This is an optimization exercise on Yosys and OpenROAD, whose aim is small area, a short achievable clock period and few clock cycles, not a production implementation.
In this exercise RTL edits were held to simulation tests only and were not proved equivalent to the original.
Power is estimated from default activity; no workload was simulated.

**flow/run.sh**
```bash
#!/bin/bash
# synth_recipe.tcl (not shown) runs the flow's synth.tcl, then flattens the netlist and writes it again
# the make line also repeats each setting of config.mk as NAME=value (left out here)
make -C /OpenROAD-flow-scripts/flow DESIGN_CONFIG=/design/flow/config.mk WORK_HOME=/design/flow/orfs CLKGATE_MAP_FILE= SYNTH_SCRIPT=/design/flow/synth_recipe.tcl finish
```
**flow/config.mk**
```make
export PLATFORM = sky130hd
export DESIGN_NAME = ansi_text_display_width_meter
export DESIGN_NICKNAME = ansi_text_display_width_meter
export VERILOG_FILES = /design/flow/design.v
export SDC_FILE = /design/flow/constraint.sdc
export NUM_CORES = 4
export LEC_CHECK = 0
export CAP_MARGIN = 20
export CORE_MARGIN = 2
export CORE_UTILIZATION = 40
export SLEW_MARGIN = 20
```
**flow/constraint.sdc**
```tcl
create_clock -name core_clock -period 9.0 [get_ports {clk}]
set_input_delay 1.8000 -clock core_clock [delete_from_list [all_inputs] [get_ports {clk}]]
set_output_delay 1.8000 -clock core_clock [all_outputs]
set_load 0.01 [all_outputs]
```
**flow/design.v**
```verilog
package atdw_pkg;
    localparam logic [31:0] MAX_COUNT   = 32'd65535;
    localparam logic [15:0] COUNT_LIMIT = (MAX_COUNT > 32'd65535) ? 16'hFFFF : MAX_COUNT[15:0];
    localparam logic [7:0] CH_LF     = 8'h0A;
    localparam logic [7:0] CH_ESC    = 8'h1B;
    localparam logic [7:0] CH_LBRACK = 8'h5B;
    localparam logic [7:0] CH_SEMI   = 8'h3B;
    localparam logic [7:0] CH_ZERO   = 8'h30;
    localparam logic [7:0] CH_NINE   = 8'h39;
    localparam logic [7:0] CH_M      = 8'h6D;
    typedef enum logic [1:0] {
        PH_IDLE  = 2'd0,
        PH_ESC   = 2'd1,
        PH_PARAM = 2'd2
    } esc_phase_t;
    typedef struct packed {
        esc_phase_t  phase;
        logic [15:0] pending;
        logic [15:0] line_bytes;
        logic [15:0] line_display;
        logic [15:0] byte_total;
        logic [15:0] display_total;
        logic [15:0] lines_seen;
        logic [15:0] widest_bytes;
        logic [15:0] widest_display;
    } meter_state_t;
    typedef struct packed {
        logic [15:0] total_bytes;
        logic [15:0] total_display;
        logic [15:0] line_count;
        logic [15:0] max_line_bytes;
        logic [15:0] max_line_display;
    } meter_result_t;
    localparam meter_state_t STATE_CLEAR = '0;
    function automatic logic [15:0] sat_add(input logic [15:0] a, input logic [15:0] b);
        logic [16:0] sum;
        sum = {1'b0, a} + {1'b0, b};
        sat_add = (sum > {1'b0, atdw_pkg::COUNT_LIMIT}) ? atdw_pkg::COUNT_LIMIT : sum[15:0];
    endfunction
    function automatic logic [15:0] sat_inc(input logic [15:0] a);
        sat_inc = sat_add(a, 16'd1);
    endfunction
    function automatic meter_state_t flush_pending(input meter_state_t s);
        meter_state_t r;
        r = s;
        if (s.phase != atdw_pkg::PH_IDLE)
        begin
            r.line_display  = sat_add(s.line_display, s.pending);
            r.display_total = sat_add(s.display_total, s.pending);
        end
        r.phase   = atdw_pkg::PH_IDLE;
        r.pending = 16'd0;
        flush_pending = r;
    endfunction
    function automatic meter_state_t close_line(input meter_state_t s);
        meter_state_t r;
        r = s;
        if (s.line_bytes != 16'd0)
        begin
            r.lines_seen = sat_inc(s.lines_seen);
            if (s.line_bytes > s.widest_bytes)
            begin
                r.widest_bytes = s.line_bytes;
            end
            if (s.line_display > s.widest_display)
            begin
                r.widest_display = s.line_display;
            end
        end
        r.line_bytes   = 16'd0;
        r.line_display = 16'd0;
        close_line = r;
    endfunction
endpackage
module atdw_step (
    input  atdw_pkg::meter_state_t  cur_state,
    input  logic [7:0]              text_byte,
    input  logic                    is_last,
    output atdw_pkg::meter_state_t  next_state,
    output atdw_pkg::meter_result_t result
);
    atdw_pkg::meter_state_t s;
    atdw_pkg::meter_state_t fin;
    logic         handled;
    logic         is_param;
    assign is_param = ((text_byte >= atdw_pkg::CH_ZERO) && (text_byte <= atdw_pkg::CH_NINE)) || (text_byte == atdw_pkg::CH_SEMI);
    always_comb
    begin
        s       = cur_state;
        handled = 1'b0;
        s.byte_total = atdw_pkg::sat_inc(cur_state.byte_total);
        if (text_byte == atdw_pkg::CH_LF)
        begin
            s = atdw_pkg::flush_pending(s);
            s.display_total = atdw_pkg::sat_inc(s.display_total);
            s = atdw_pkg::close_line(s);
        end
        else
        begin
            s.line_bytes = atdw_pkg::sat_inc(s.line_bytes);
            if (s.phase == atdw_pkg::PH_ESC)
            begin
                if (text_byte == atdw_pkg::CH_LBRACK)
                begin
                    s.phase   = atdw_pkg::PH_PARAM;
                    s.pending = atdw_pkg::sat_inc(s.pending);
                    handled   = 1'b1;
                end
                else
                begin
                    s = atdw_pkg::flush_pending(s);
                end
            end
            else if (s.phase == atdw_pkg::PH_PARAM)
            begin
                if (is_param)
                begin
                    s.pending = atdw_pkg::sat_inc(s.pending);
                    handled   = 1'b1;
                end
                else if (text_byte == atdw_pkg::CH_M)
                begin
                    s.phase   = atdw_pkg::PH_IDLE;
                    s.pending = 16'd0;
                    handled   = 1'b1;
                end
                else
                begin
                    s = atdw_pkg::flush_pending(s);
                end
            end
            if (!handled)
            begin
                if (text_byte == atdw_pkg::CH_ESC)
                begin
                    s.phase   = atdw_pkg::PH_ESC;
                    s.pending = 16'd1;
                end
                else
                begin
                    s.line_display  = atdw_pkg::sat_inc(s.line_display);
                    s.display_total = atdw_pkg::sat_inc(s.display_total);
                end
            end
        end
    end
    always_comb
    begin
        fin = atdw_pkg::close_line(atdw_pkg::flush_pending(s));
        result.total_bytes      = fin.byte_total;
        result.total_display    = fin.display_total;
        result.line_count       = fin.lines_seen;
        result.max_line_bytes   = fin.widest_bytes;
        result.max_line_display = fin.widest_display;
        next_state = is_last ? atdw_pkg::STATE_CLEAR : s;
    end
endmodule
module ansi_text_display_width_meter (
    input  logic        clk,
    input  logic        rst_n,
    input  logic        in_valid,
    output logic        in_stall,
    input  logic [7:0]  text_byte,
    input  logic        is_last,
    output logic        out_valid,
    input  logic        out_stall,
    output logic [15:0] total_bytes,
    output logic [15:0] total_display,
    output logic [15:0] line_count,
    output logic [15:0] max_line_bytes,
    output logic [15:0] max_line_display
);
    logic          in_valid_reg;
    logic [7:0]    byte_reg;
    logic          last_reg;
    atdw_pkg::meter_state_t  state_reg;
    atdw_pkg::meter_state_t  state_next;
    atdw_pkg::meter_result_t result_next;
    atdw_pkg::meter_result_t result_reg;
    logic          out_valid_reg;
    logic          advance;
    logic          accept;
    assign advance  = in_valid_reg && !(last_reg && out_valid_reg && out_stall);
    assign in_stall = in_valid_reg && !advance;
    assign accept   = in_valid && !in_stall;
    atdw_step u_step (
        .cur_state  (state_reg),
        .text_byte  (byte_reg),
        .is_last    (last_reg),
        .next_state (state_next),
        .result     (result_next)
    );
    always_ff @(posedge clk or negedge rst_n)
    begin
        if (!rst_n)
        begin
            in_valid_reg <= 1'b0;
        end
        else if (accept)
        begin
            in_valid_reg <= 1'b1;
        end
        else if (advance)
        begin
            in_valid_reg <= 1'b0;
        end
    end
    always_ff @(posedge clk)
    begin
        if (accept)
        begin
            byte_reg <= text_byte;
            last_reg <= is_last;
        end
    end
    always_ff @(posedge clk or negedge rst_n)
    begin
        if (!rst_n)
        begin
            state_reg <= atdw_pkg::STATE_CLEAR;
        end
        else if (advance)
        begin
            state_reg <= state_next;
        end
    end
    always_ff @(posedge clk or negedge rst_n)
    begin
        if (!rst_n)
        begin
            out_valid_reg <= 1'b0;
        end
        else if (advance && last_reg)
        begin
            out_valid_reg <= 1'b1;
        end
        else if (!out_stall)
        begin
            out_valid_reg <= 1'b0;
        end
    end
    always_ff @(posedge clk)
    begin
        if (advance && last_reg)
        begin
            result_reg <= result_next;
        end
    end
    assign out_valid        = out_valid_reg;
    assign total_bytes      = result_reg.total_bytes;
    assign total_display    = result_reg.total_display;
    assign line_count       = result_reg.line_count;
    assign max_line_bytes   = result_reg.max_line_bytes;
    assign max_line_display = result_reg.max_line_display;
endmodule
```
==> results of run 1 <==
cell families after synthesis:
family | Yosys count
AND/OR/NAND/NOR | 744
flip-flops | 221
adder cells (fa/ha/maj) | 147
buffers and inverters | 258
multiplexers | 61
XOR/XNOR | 103
AO/OA/AOI/OAI | 756
worst max-delay path, delay by kind of cell (launching register included):
family / cells / cell delay [ns]
compound gates: 17 / 4.56
buf+inv: 3 / 0.42
flops: 1 / 0.53
simple gates: 5 / 1.53
fa+ha+maj: 3 / 1.07
power by group through the flow:
stage | logic, µW | registers [µW] | clock network, µW
after floorplan | 430 | 1200 | 0
after global placement | 661 | 1190 | 0
after detailed placement | 670 | 1200 | 0
after CTS | 673 | 1180 | 1310
after global routing | 752 | 1180 | 1350
final | 689 | 1180 | 1280
synth_stat cells, types with 33 or more instances:
library cell / instances / area, µm²
edfxtp_1: 89 / 2673
inv_1: 130 / 488.0
a22o_1: 61 / 534.3
mux2i_1: 54 / 540.5
xnor2_1: 63 / 551.8
ha_1: 142 / 1777
xor2_1: 40 / 350.3
nor3_1: 48 / 240.2
and2_1: 33 / 206.5
nand4_1: 50 / 312.8
a21o_1: 56 / 420.4
clkbuf_1: 92 / 345.3
a21oi_1: 131 / 655.6
nand2_1: 209 / 784.5
o21ai_0: 177 / 885.9
dfrtp_1: 132 / 3303
nand3_1: 65 / 325.3
a31oi_1: 43 / 269.0
nor2_1: 192 / 720.7
layer usage:
layer  GRT usage (%)  up-vias
met1           33.77     8868
met5               0        -
li1                -     8650
met3           3.306      138
met2           40.06      671
met4           9.226        0
metrics by stage:
step | cell area [µm²] | util (%)
CTS | 21920 | 46.01
floorplan | 19260 | -
global route | 21970 | 46.12
global placement | 20870 | 43.80
detailed placement | 20870 | 43.80
finish | 21970 | 46.12
final cells by class:
class                   instances  area, µm²  area share, %
inverters                     131      505.5          2.300
multi-input cells            1811      12360          56.23
flip-flops and latches        221       5976          27.19
well taps                     615      769.5          3.502
clock buffers                  35      778.2          3.542
clock inverters                18      276.5          1.258
repair buffers                143       1314          5.978
timing repair:
action,in CTS,in global routing
endpoints found under the setup margin,3,16
resized for setup,1,10
cloned,0,0
pin swaps,0,2
final timing paths:
check                                             end  cells past startpoint
max                          result_reg[63]$_DFFE_PP_                     28
min                         state_reg[11]$_DFFE_PN0P_                      2
max reg2reg                  result_reg[63]$_DFFE_PP_                     28
min reg2reg                 state_reg[11]$_DFFE_PN0P_                      2
max in group asynchronous  state_reg[107]$_DFFE_PN0P_                      2
min in group asynchronous   state_reg[24]$_DFFE_PN0P_                      1
==> impl_metrics.json, run 1 <==
{
  "layout_commonest_cell": "nand2_1",
  "worst_pin_slew_ns": 1.064,
  "cpMaxStageDelayCell": "ha_1",
  "root_buffer": "clkbuf_16",
  "wl_per_cell_um": 21.19,
  "num_rows": 80,
  "fin_cells": 2974,
  "worst_hold_slack_ns": 0.5053,
  "globalplace.congestion": 0.9399,
  "synth_xor_area_share_pct": 4.683,
  "wl_um": 63020,
  "synth_area_per_cell_um2": 8.413,
  "ant_nets": 0,
  "num_io_pins": 95,
  "maxCapViolCount": 0,
  "setup_slack_ns": 0.5913,
  "ys_seq_area_share_pct": 31.02,
  "hold_violations": 0,
  "dp.cells": 2921,
  "largest_reg_flops": 130,
  "clk_latency_ns": 0.57,
  "synth-edff-count": 89,
  "first_global_vias": 17450,
  "cp_max_fo": 16,
  "worstSetupPathType": "register to register",
  "dp_hpwl_um": 46340,
  "dr_wl_met3_um": 3846,
  "routed_via_density": 6.162,
  "cp_data_required_time_ns": 9.31,
  "postCtsSetupRepairBufs": 0,
  "hold_path.startpoint": "state_reg[11]$_DFFE_PN0P_",
  "io_buffer_count": 94,
  "ys_types": 98,
  "antenna_found_initial": 0,
  "final_cell_mix": "207 x nand2_1, 190 x nor2_1, 176 x o21ai_0, 142 x ha_1, 132 x dfrtp_1",
  "finalSetupViolations": 0,
  "maxSlewHeadroom_pct": 28.60,
  "p_total_uw": 3149,
  "synthAdderAreaFrac_pct": 9.690,
  "regToRegSetupSlack_ns": 0.59,
  "worstHoldPathType": "register to register",
  "grt_max_degree": 88,
  "syn_area_um2": 19260,
  "rsz0062_at_grt": "false",
  "synth-warning-count": 2,
  "route.vias.total": 18330,
  "area.growth.synth_to_final_pct": 14.07,
  "fin_skew_ns": 0.02162,
  "status": "no timing/DRC/antenna violations",
  "met1_length_um": 28230,
  "first_pass_iters": 6,
  "yosys.area_share.simple_pct": 19.06,
  "highest_layer": "met4",
  "switching_share_pct": 28.70,
  "startpoint": "state_reg[52]$_DFFE_PN0P_",
  "synth_top_family_by_area": "compound AO/OA/AOI/OAI gates",
  "cts_htree_levels": 1,
  "seqPwrFrac_pct": 37.4,
  "slew_viol_final": 0,
  "pwr-share-clk_pct": 40.7,
  "synthFlopType": "dfrtp_1",
  "synth-compound-area-share_pct": 27.02,
  "ys_ff_latch": 221,
  "final_nets": 2496,
  "drive_above_1_share_pct": 7.164,
  "static-leakage-power_uw": 0.009044,
  "initial_core_util_pct": 40.43,
  "grt_first_pass_wirelength_um": 99330,
  "cts_buffers": 29,
  "r2r_start": "state_reg[52]$_DFFE_PN0P_",
  "pwr-share-comb_pct": 21.9,
  "fin_crit_sh_pct": 93.43,
  "crit_arrival_ns": 8.72,
  "drt_iter0_drc": 1677,
  "synth_fp_nets": 2449,
  "wl_met2_um": 28610,
  "endpoint_kind": "register",
  "drc": 0,
  "peakVddDrop_uv": 154.2,
  "dp_slack_ns": -0.05124,
  "p_switching_uw": 903.6,
  "gr-total-overflow": 0,
  "ys_async_sr_fraction_pct": 59.73,
  "min_period_ns": 8.409,
  "setup_tns_ns": 0,
  "clk_path_buf_depth": 3,
  "worstSetupStartpointType": "register",
  "worst_path_largest_cell_delay_ns": 0.57,
  "power_density_nw_per_um2": 143.3,
  "core_um2": 47650,
  "clk_pin_slew_ns": 0.06,
  "cp_common_cell": "ha_1",
  "synthMuxAreaShare_pct": 3.215,
  "clock.fmax_mhz": 118.9,
  "die_area_um2": 49930,
  "filler_cell_count": 4605,
  "die_width_um": 223.5,
  "die_y_um": 223.5,
  "p_int_uw": 2245,
  "syn_inst": 2290,
  "cts_sinks": 221,
  "postCtsHoldBufs": 0,
  "track_usage_pct": 24.77,
  "antenna_cells": 0,
  "cts_tree": "yes"
}
Testbench counts, summed over its fixed seeds: cycles 151,796.
==> run 2: changes to the inputs <==
==> flow/design.v (replaced) <==
package atdw_pkg;
    localparam logic [7:0] CH_LF     = 8'h0A;
    localparam logic [7:0] CH_ESC    = 8'h1B;
    localparam logic [7:0] CH_LBRACK = 8'h5B;
    localparam logic [7:0] CH_SEMI   = 8'h3B;
    localparam logic [7:0] CH_ZERO   = 8'h30;
    localparam logic [7:0] CH_NINE   = 8'h39;
    localparam logic [7:0] CH_M      = 8'h6D;
    localparam logic [1:0] PH_IDLE  = 2'd0;
    localparam logic [1:0] PH_ESC   = 2'd1;
    localparam logic [1:0] PH_PARAM = 2'd2;
    function automatic logic [15:0] sat_inc(input logic [15:0] a);
        sat_inc = (&a) ? a : (a + 16'd1);
    endfunction
endpackage
module atdw_step (
    input  logic [7:0] text_byte,
    output logic       is_lf,
    output logic       is_esc,
    output logic       is_lbrack,
    output logic       is_m,
    output logic       is_param
);
    assign is_lf     = (text_byte == atdw_pkg::CH_LF);
    assign is_esc    = (text_byte == atdw_pkg::CH_ESC);
    assign is_lbrack = (text_byte == atdw_pkg::CH_LBRACK);
    assign is_m      = (text_byte == atdw_pkg::CH_M);
    assign is_param  = ((text_byte >= atdw_pkg::CH_ZERO) && (text_byte <= atdw_pkg::CH_NINE)) ||
                       (text_byte == atdw_pkg::CH_SEMI);
endmodule
module ansi_text_display_width_meter (
    input  logic        clk,
    input  logic        rst_n,
    input  logic        in_valid,
    output logic        in_stall,
    input  logic [7:0]  text_byte,
    input  logic        is_last,
    output logic        out_valid,
    input  logic        out_stall,
    output logic [15:0] total_bytes,
    output logic [15:0] total_display,
    output logic [15:0] line_count,
    output logic [15:0] max_line_bytes,
    output logic [15:0] max_line_display
);
    logic        out_valid_reg;
    logic        fresh;          
    logic [1:0]  phase;
    logic        line_empty;     
    logic [15:0] bt;             
    logic [15:0] dt;             
    logic [15:0] dt_save;        
    logic [15:0] lc;             
    logic [15:0] wb;             
    logic [15:0] gb;             
    logic [15:0] wd;             
    logic [15:0] gd;             
    logic [15:0] wd_save;        
    logic [15:0] gd_save;        
    logic is_lf, is_esc, is_lbrack, is_m, is_param;
    logic accept, close, stay;
    logic gb_zero, gd_zero;
    atdw_step u_cls (
        .text_byte (text_byte),
        .is_lf     (is_lf),
        .is_esc    (is_esc),
        .is_lbrack (is_lbrack),
        .is_m      (is_m),
        .is_param  (is_param)
    );
    assign in_stall = out_valid_reg;
    assign accept   = in_valid && !out_valid_reg;
    assign close   = (phase == atdw_pkg::PH_PARAM) && is_m;
    assign stay    = ((phase == atdw_pkg::PH_ESC) && is_lbrack) || ((phase == atdw_pkg::PH_PARAM) && is_param);
    assign gb_zero = (gb == 16'd0);
    assign gd_zero = (gd == 16'd0);
    always_ff @(posedge clk or negedge rst_n)
    begin
        if (!rst_n)
        begin
            out_valid_reg <= 1'b0;
            fresh         <= 1'b1;
        end
        else if (accept)
        begin
            out_valid_reg <= is_last;
            fresh         <= is_last;
        end
        else if (!out_stall)
        begin
            out_valid_reg <= 1'b0;
        end
    end
    always_ff @(posedge clk)
    begin
        if (accept)
        begin
            if (is_esc)
            begin
                dt_save <= fresh ? 16'd0 : dt;
                wd_save <= fresh ? 16'd0 : wd;
                gd_save <= fresh ? 16'd0 : gd;
            end
            if (fresh)
            begin
                phase      <= is_esc ? atdw_pkg::PH_ESC : atdw_pkg::PH_IDLE;
                line_empty <= is_lf;
                bt         <= 16'd1;
                dt         <= 16'd1;
                lc         <= {15'd0, !is_lf};
                wb         <= {15'd0, !is_lf};
                gb         <= 16'd0;
                wd         <= {15'd0, !is_lf};
                gd         <= 16'd0;
            end
            else
            begin
                phase      <= is_esc ? atdw_pkg::PH_ESC : (stay ? atdw_pkg::PH_PARAM : atdw_pkg::PH_IDLE);
                line_empty <= is_lf;
                bt         <= atdw_pkg::sat_inc(bt);
                dt         <= close ? dt_save : atdw_pkg::sat_inc(dt);
                if (!is_lf && line_empty)
                    lc <= atdw_pkg::sat_inc(lc);
                if (is_lf)
                    gb <= wb;
                else if (gb_zero)
                    wb <= atdw_pkg::sat_inc(wb);
                else
                    gb <= gb - 16'd1;
                if (close)
                begin
                    wd <= wd_save;
                    gd <= gd_save;
                end
                else if (is_lf)
                    gd <= wd;
                else if (gd_zero)
                    wd <= atdw_pkg::sat_inc(wd);
                else
                    gd <= gd - 16'd1;
            end
        end
    end
    assign out_valid        = out_valid_reg;
    assign total_bytes      = bt;
    assign total_display    = dt;
    assign line_count       = lc;
    assign max_line_bytes   = wb;
    assign max_line_display = wd;
endmodule
==> impl_metrics.json, run 2 <==
{
  "wl_per_cell_um": 16.58,
  "clk_pin_slew_ns": 0.06,
  "r2r_start": "gd[0]$_SDFFCE_PP0P_",
  "cts_sinks": 165,
  "ys_async_sr_fraction_pct": 1.212,
  "syn_area_um2": 8479,
  "hold_path.startpoint": "out_valid_reg$_DFFE_PN0P_",
  "maxSlewHeadroom_pct": 36.26,
  "synth_fp_nets": 781,
  "synth_area_per_cell_um2": 11.16,
  "worst_pin_slew_ns": 0.9561,
  "final_cell_mix": "163 x edfxtp_1, 119 x nor2_1, 94 x clkdlybuf4s50_1, 49 x nand2_1",
  "route.vias.total": 5998,
  "grt_first_pass_wirelength_um": 30300,
  "num_rows": 53,
  "clk_path_buf_depth": 2,
  "synth_most_common_cell": "edfxtp_1",
  "postCtsSetupRepairBufs": 0,
  "status": "no timing/DRC/antenna violations",
  "globalplace.congestion": 0.7824,
  "synth.top_cell.area_share_pct": 57.72,
  "wl_um": 18730,
  "crit_arrival_ns": 4.09,
  "synth-warning-count": 1,
  "num_io_pins": 95,
  "ant_nets": 0,
  "maxCapViolCount": 0,
  "cts_tree": "yes",
  "core_um2": 20890,
  "startpoint": "text_byte[3]",
  "synthFlopType": "edfxtp_1",
  "cts_htree_levels": 4,
  "worstSetupPathType": "primary input to register",
  "finalSetupViolations": 0,
  "syn_inst": 760,
  "area.growth.synth_to_final_pct": 21.37,
  "io_buffer_count": 94,
  "slew_viol_final": 0,
  "track_usage_pct": 17.11,
  "grt_max_degree": 94,
  "die_area_um2": 22380,
  "ys_ff_latch": 165,
  "ys_types": 53,
  "setup_tns_ns": 0,
  "min_period_ns": 3.982,
  "clk_latency_ns": 0.42,
  "gr-total-overflow": 0,
  "antenna_found_initial": 0,
  "cts_buffers": 17,
  "layout_commonest_cell": "edfxtp_1",
  "ys_seq_area_share_pct": 58.33,
  "ys_top_cells_by_count": "163 x edfxtp_1, 119 x nor2_1, 50 x nand2_1, 47 x nor2b_1, 47 x xor2_1",
  "endpoint_kind": "register",
  "synth-edff-count": 163,
  "cp_data_required_time_ns": 9.11,
  "routed_via_density": 5.308,
  "power_density_nw_per_um2": 199.4,
  "fin_crit_sh_pct": 44.24,
  "initial_core_util_pct": 40.59,
  "netlist_top_cells_area": "edfxtp_1 58%, nor2_1 5.3%, xor2_1 4.9%",
  "rsz0062_at_grt": "false",
  "drive_above_1_share_pct": 5.380,
  "antenna_cells": 0,
  "yosysTopAreaCell": "edfxtp_1",
  "drc": 0,
  "fin_skew_ns": 0.008795,
  "peakVddDrop_uv": 144.0,
  "dp_hpwl_um": 11710,
  "die_y_um": 149.6,
  "postCtsHoldBufs": 0,
  "die_width_um": 149.6,
  "cp_max_fo": 54,
  "worstSetupStartpointType": "primary input",
  "p_total_uw": 2052,
  "clock.fmax_mhz": 251.1,
  "first_global_vias": 5735,
  "static-leakage-power_uw": 0.003345,
  "root_buffer": "clkbuf_16",
  "cts_resized": 0,
  "final_nets": 863,
  "first_pass_iters": 5,
  "hold_violations": 0,
  "drt_iter0_drc": 452,
  "worstHoldPathType": "register to register"
}
==> run 2: changes by cell type after synthesis, sizes merged, moves of 74 or more <==
cell / before / now
a21oi: 135 / 19
edfxtp: 89 / 163
ha: 142 / 8
dfrtp: 132 / 1
nand2: 209 / 50
o21ai: 182 / 21
inv: 131 / 13
==> run 2: cell type report <==
class | instances | area [µm²]
fill | 1921 | 10600
sequential | 165 | 4950
multi-input combinational | 542 | 3347
timing repair buffer | 102 | 1001
clock buffer | 20 | 436.7
tap | 275 | 344.1
clock inverter | 12 | 160.2
inverter | 14 | 52.55
==> run 2: critical path: stages <==
cell and delay, ns:
clkdlybuf4s50_1 0.45, nor4b_1 0.18, nand2_2 0.06, buf_4 0.45, inv_1 0.46, a221oi_2 0.37, buf_4 0.28
==> run 2: per-stage QoR <==
step                utilization, %  std cells  instance area [µm²]  setup WS, ns  hold slack (ns)
finish                       49.27       1130                10290         5.018           0.5629
global route                 49.27       1130                10290         4.834           0.5919
CTS                          49.27       1130                10290         5.042           0.5676
detailed placement           46.41       1098                 9694         4.600           0.5444
global placement             46.41       1098                 9694         4.610           0.5471
floorplan                        -        760                 8479         4.926           0.5181
==> run 2: worst paths after layout <==
check	end	slack (ns)	cells past startpoint
worst max-delay path	wd[0]$_DFFE_PP_	5.02	7
worst min-delay path	fresh$_DFFE_PN1P_	0.56	1
worst max register to register	wd[0]$_DFFE_PP_	6.05	8
worst min register to register	fresh$_DFFE_PN1P_	0.56	1
max in group asynchronous	fresh$_DFFE_PN1P_	7.25	1
min in group asynchronous	out_valid_reg$_DFFE_PN0P_	1.54	1
==> run 2: power breakdown <==
group          switching [µW]  internal [µW]
clock                     296            460
sequential               89.4            934
combinational             135            138
total                     521           1530
==> run 2: cell families after synthesis <==
family          Yosys count  synth area share, %
compound gates          115                9.341
xor+xnor                 85                8.780
fa+ha+maj                 8                1.181
buf+inv                  53                2.405
flops                   165                58.33
mux                       2               0.2361
simple gates            332                19.73
==> run 2: routing by layer <==
metal / GRT usage, % / wire, µm / vias to the layer above
met5: 0 / 0 / -
met4: 4.190 / 207 / 0
met3: 3.933 / 765 / 18
met2: 24.98 / 8337 / 110
met1: 25.74 / 9422 / 2925
li1: - / - / 2945
Testbench counts of run 2, summed over its fixed seeds: cycles 154,180.
==> run 3: changes to the inputs <==
--- a/flow/design.v
+++ b/flow/design.v
@@ -58,17 +58,39 @@
     logic [15:0] wd_save;        
     logic [15:0] gd_save;        
-    logic is_lf, is_esc, is_lbrack, is_m, is_param;
+    logic in_lf, in_esc, in_lbrack, in_m, in_param;
+    logic b_valid, b_last, is_lf, is_esc, is_lbrack, is_m, is_param;
     logic accept, close, stay;
     logic gb_zero, gd_zero;
     atdw_step u_cls (
         .text_byte (text_byte),
-        .is_lf     (is_lf),
-        .is_esc    (is_esc),
-        .is_lbrack (is_lbrack),
-        .is_m      (is_m),
-        .is_param  (is_param)
+        .is_lf     (in_lf),
+        .is_esc    (in_esc),
+        .is_lbrack (in_lbrack),
+        .is_m      (in_m),
+        .is_param  (in_param)
     );
     assign in_stall = out_valid_reg;
-    assign accept   = in_valid && !out_valid_reg;
+    assign accept   = b_valid && !(out_valid_reg && out_stall);
+    always_ff @(posedge clk or negedge rst_n)
+    begin
+        if (!rst_n)
+            b_valid <= 1'b0;
+        else if (!out_valid_reg)
+            b_valid <= in_valid;
+        else if (!out_stall)
+            b_valid <= 1'b0;
+    end
+    always_ff @(posedge clk)
+    begin
+        if (!out_valid_reg)
+        begin
+            b_last    <= is_last;
+            is_lf     <= in_lf;
+            is_esc    <= in_esc;
+            is_lbrack <= in_lbrack;
+            is_m      <= in_m;
+            is_param  <= in_param;
+        end
+    end
     assign close   = (phase == atdw_pkg::PH_PARAM) && is_m;
     assign stay    = ((phase == atdw_pkg::PH_ESC) && is_lbrack) || ((phase == atdw_pkg::PH_PARAM) && is_param);
@@ -84,6 +106,6 @@
         else if (accept)
         begin
-            out_valid_reg <= is_last;
-            fresh         <= is_last;
+            out_valid_reg <= b_last;
+            fresh         <= b_last;
         end
         else if (!out_stall)
==> impl_metrics.json, run 3 <==
{
  "worstSetupPathType": "primary input to register",
  "worstHoldPathType": "register to register",
  "synth_most_common_cell": "edfxtp_1",
  "rr_worst_depth": 7,
  "ys_async_sr_fraction_pct": 1.744,
  "cts_tree": "yes",
  "ys_seq_area_share_pct": 57.69,
  "drt_iter0_drc": 373,
  "first_global_vias": 6126,
  "dp_hpwl_um": 12200,
  "final_nets": 926,
  "synth-warning-count": 1,
  "wl_per_cell_um": 16.42,
  "antenna_found_initial": 0,
  "regToRegSetupSlack_ns": 6.03,
  "track_usage_pct": 16.59,
  "grt_max_degree": 82,
  "cp_max_fo": 16,
  "syn_inst": 822,
  "route.vias.total": 6501,
  "cp_data_required_time_ns": 9.04,
  "synth.top_cell.area_share_pct": 56.84,
  "clk_pin_slew_ns": 0.06,
  "hold_violations": 0,
  "postCtsHoldBufs": 0,
  "first_pass_iters": 4,
  "ys_types": 53,
  "drive_above_1_share_pct": 5.453,
  "maxCapViolCount": 0,
  "finalSetupViolations": 0,
  "switching_share_pct": 31.86,
  "maxSlewHeadroom_pct": 33.38,
  "num_rows": 54,
  "cts_htree_levels": 4,
  "yosysTopAreaCell": "edfxtp_1",
  "cts_resized": 0,
  "antenna_cells": 0,
  "hold_path.startpoint": "is_esc$_DFFE_PN_",
  "p_int_uw": 2064,
  "globalplace.congestion": 0.7497,
  "ys_ff_latch": 172,
  "p_switching_uw": 965.2,
  "synth-edff-count": 169,
  "syn_area_um2": 8929,
  "status": "no timing/DRC/antenna violations",
  "final_area_um2": 10820,
  "filler_cell_count": 2027,
  "seqPwrFrac_pct": 45.3,
  "rsz0062_at_grt": "false",
  "fin_crit_sh_pct": 39.10,
  "layout_commonest_cell": "edfxtp_1",
  "die_y_um": 153.4,
  "core_um2": 21890,
  "pwr-share-clk_pct": 27.2,
  "holdPathEnd": "phase[0]$_DFFE_PP_",
  "drc": 0,
  "r2r_start": "gd[0]$_SDFFCE_PP0P_",
  "fin_skew_ns": 0.009182,
  "io_buffer_count": 94,
  "static-leakage-power_uw": 0.003550,
  "pwr-share-comb_pct": 27.5,
  "area.growth.synth_to_final_pct": 21.17,
  "die_width_um": 153.4,
  "synth_area_per_cell_um2": 10.86,
  "cts_buffers": 17,
  "peakVddDrop_uv": 126.5,
  "slew_viol_final": 0,
  "hold_depth": 0,
  "cts_sinks": 172,
  "postCtsSetupRepairBufs": 0,
  "final_cell_mix": "169 x edfxtp_1, 94 x clkdlybuf4s50_1, 85 x nor2_1, 65 x xnor2_1, 47 x a21oi_1",
  "wl_um": 19650,
  "power_density_nw_per_um2": 280.0,
  "die_area_um2": 23530,
  "synthFlopType": "edfxtp_1",
  "clk_latency_ns": 0.42,
  "min_period_ns": 3.519,
  "clk_path_buf_depth": 2,
  "worst_pin_slew_ns": 0.9962,
  "routed_via_density": 5.431,
  "crit_arrival_ns": 3.56,
  "netlist_top_cells_area": "edfxtp_1 57%, xnor2_1 6.4%, nor2_1 3.6%",
  "ant_nets": 0,
  "timing.rr.end": "wd[0]$_DFFE_PP_",
  "initial_core_util_pct": 40.79,
  "worstSetupStartpointType": "primary input",
  "gr-total-overflow": 0,
  "clock.fmax_mhz": 284.1,
  "synth_fp_nets": 843,
  "grt_first_pass_wirelength_um": 31630,
  "setup_tns_ns": 0,
  "ys_top_cells_by_count": "169 x edfxtp_1, 85 x nor2_1, 65 x xnor2_1, 47 x a21oi_1, 46 x nor2b_1",
  "endpoint_kind": "register",
  "root_buffer": "clkbuf_16",
  "place_area_um2": 10170,
  "num_io_pins": 95
}
==> run 3: worst max-delay path by stage <==
stage               from                  end  slack, ns  cells after the start
3_5_place_dp   out_stall  dt[6]$_SDFFCE_PP0P_       5.01                      4
4_1_cts        out_stall  dt[3]$_SDFFCE_PP0P_       5.44                      4
6_report       out_stall  dt[3]$_SDFFCE_PP0P_       5.48                      4
3_3_place_gp   out_stall  dt[6]$_SDFFCE_PP0P_       5.02                      4
5_1_grt        out_stall  dt[3]$_SDFFCE_PP0P_       5.36                      4
2_1_floorplan  out_stall      wb[0]$_DFFE_PP_       5.23                      3
==> run 3: layer usage <==
metal	track usage, %	wire length (µm)	vias up
met5	0	0	-
met4	4.980	215	0
met3	2.608	588	15
met2	27.08	9400	110
met1	22.96	9445	3172
li1	-	-	3204
==> run 3: cell type report <==
cell class / instances / area (µm²) / area share (%)
Clock buffer: 19 / 432.9 / 4.001
Clock inverter: 12 / 219.0 / 2.024
Inverter: 33 / 123.9 / 1.145
Multi-Input combinational cell: 574 / 3500 / 32.35
Sequential cell: 172 / 5155 / 47.65
Tap cell: 280 / 350.3 / 3.238
Timing Repair Buffer: 107 / 1039 / 9.599
==> run 3: worst max-delay path: stages <==
cell and delay, ns:
clkdlybuf4s50_1 0.40, nand2_1 0.12, nand2_1 0.33, a31oi_2 0.91
==> run 3: kinds of logic after synthesis <==
family                   Yosys count  synth area share [%]
AND/OR/NAND/NOR                  345                 20.43
XOR/XNOR                          74                 7.259
AO/OA/AOI/OAI                    145                 10.02
flip-flops                       172                 57.69
multiplexers                       2                0.2242
buffers and inverters             76                 3.251
adder cells (fa/ha/maj)            8                 1.121
==> run 3: stage by stage <==
step,instances,utilization [%],hold WS [ns],total power [µW],setup WS (ns)
2_1_floorplan,822,-,0.4244,1873,5.230
3_3_place_gp,1166,46.44,0.4806,2215,5.018
3_5_place_dp,1166,46.44,0.4801,2230,5.006
4_1_cts,1197,49.42,0.4975,3062,5.443
5_1_grt,1197,49.42,0.5220,3198,5.356
6_report,1197,49.42,0.4927,3029,5.481
==> run 3: power groups by stage <==
stage / Clock, µW / Sequential [µW] / Combinational, µW
detailed placement: 0 / 1390 / 840
global route: 865 / 1410 / 926
global placement: 0 / 1390 / 824
floorplan: 0 / 1330 / 539
finish: 824 / 1370 / 833
CTS: 840 / 1380 / 846
Testbench counts of run 3, summed over its fixed seeds: cycles 154,187.

[afterwards: timing with drivers on the ports]
The results above use ideal ports. As a check the final layouts listed here were re-extracted and re-timed, cells and wires unchanged. Step 1, drivers: a clkbuf_16 drives clk and a buf_2 each remaining input, both assumed. Step 2, shift: input delay + t, output delay - t, t = (earliest + latest rising clock arrival at the registers) / 2. This alone moves slack from input paths to output paths. a / b / c = ideal ports / drivers / drivers and shift; a / b = the first two.
run	shift t [ns]	setup WS [ns]	clock arrival spread, ns	slew at the worst register clock pin (ns)	pins driven straight from the clock port
run 1	0.619	0.591 / 0.591 / 0.591	0.022 / 0.022	0.06 / 0.06	1
run 2	0.461	5.018 / 5.037 / 4.576	0.009 / 0.008	0.07 / 0.07	1
run 3	0.462	5.481 / 5.505 / 5.043	0.010 / 0.010	0.07 / 0.07	1
After both steps every run listed still meets setup and hold. For run 2, which loses most, drivers alone change the setup slack by +0.019 ns; drivers and shift together by -0.442 ns.
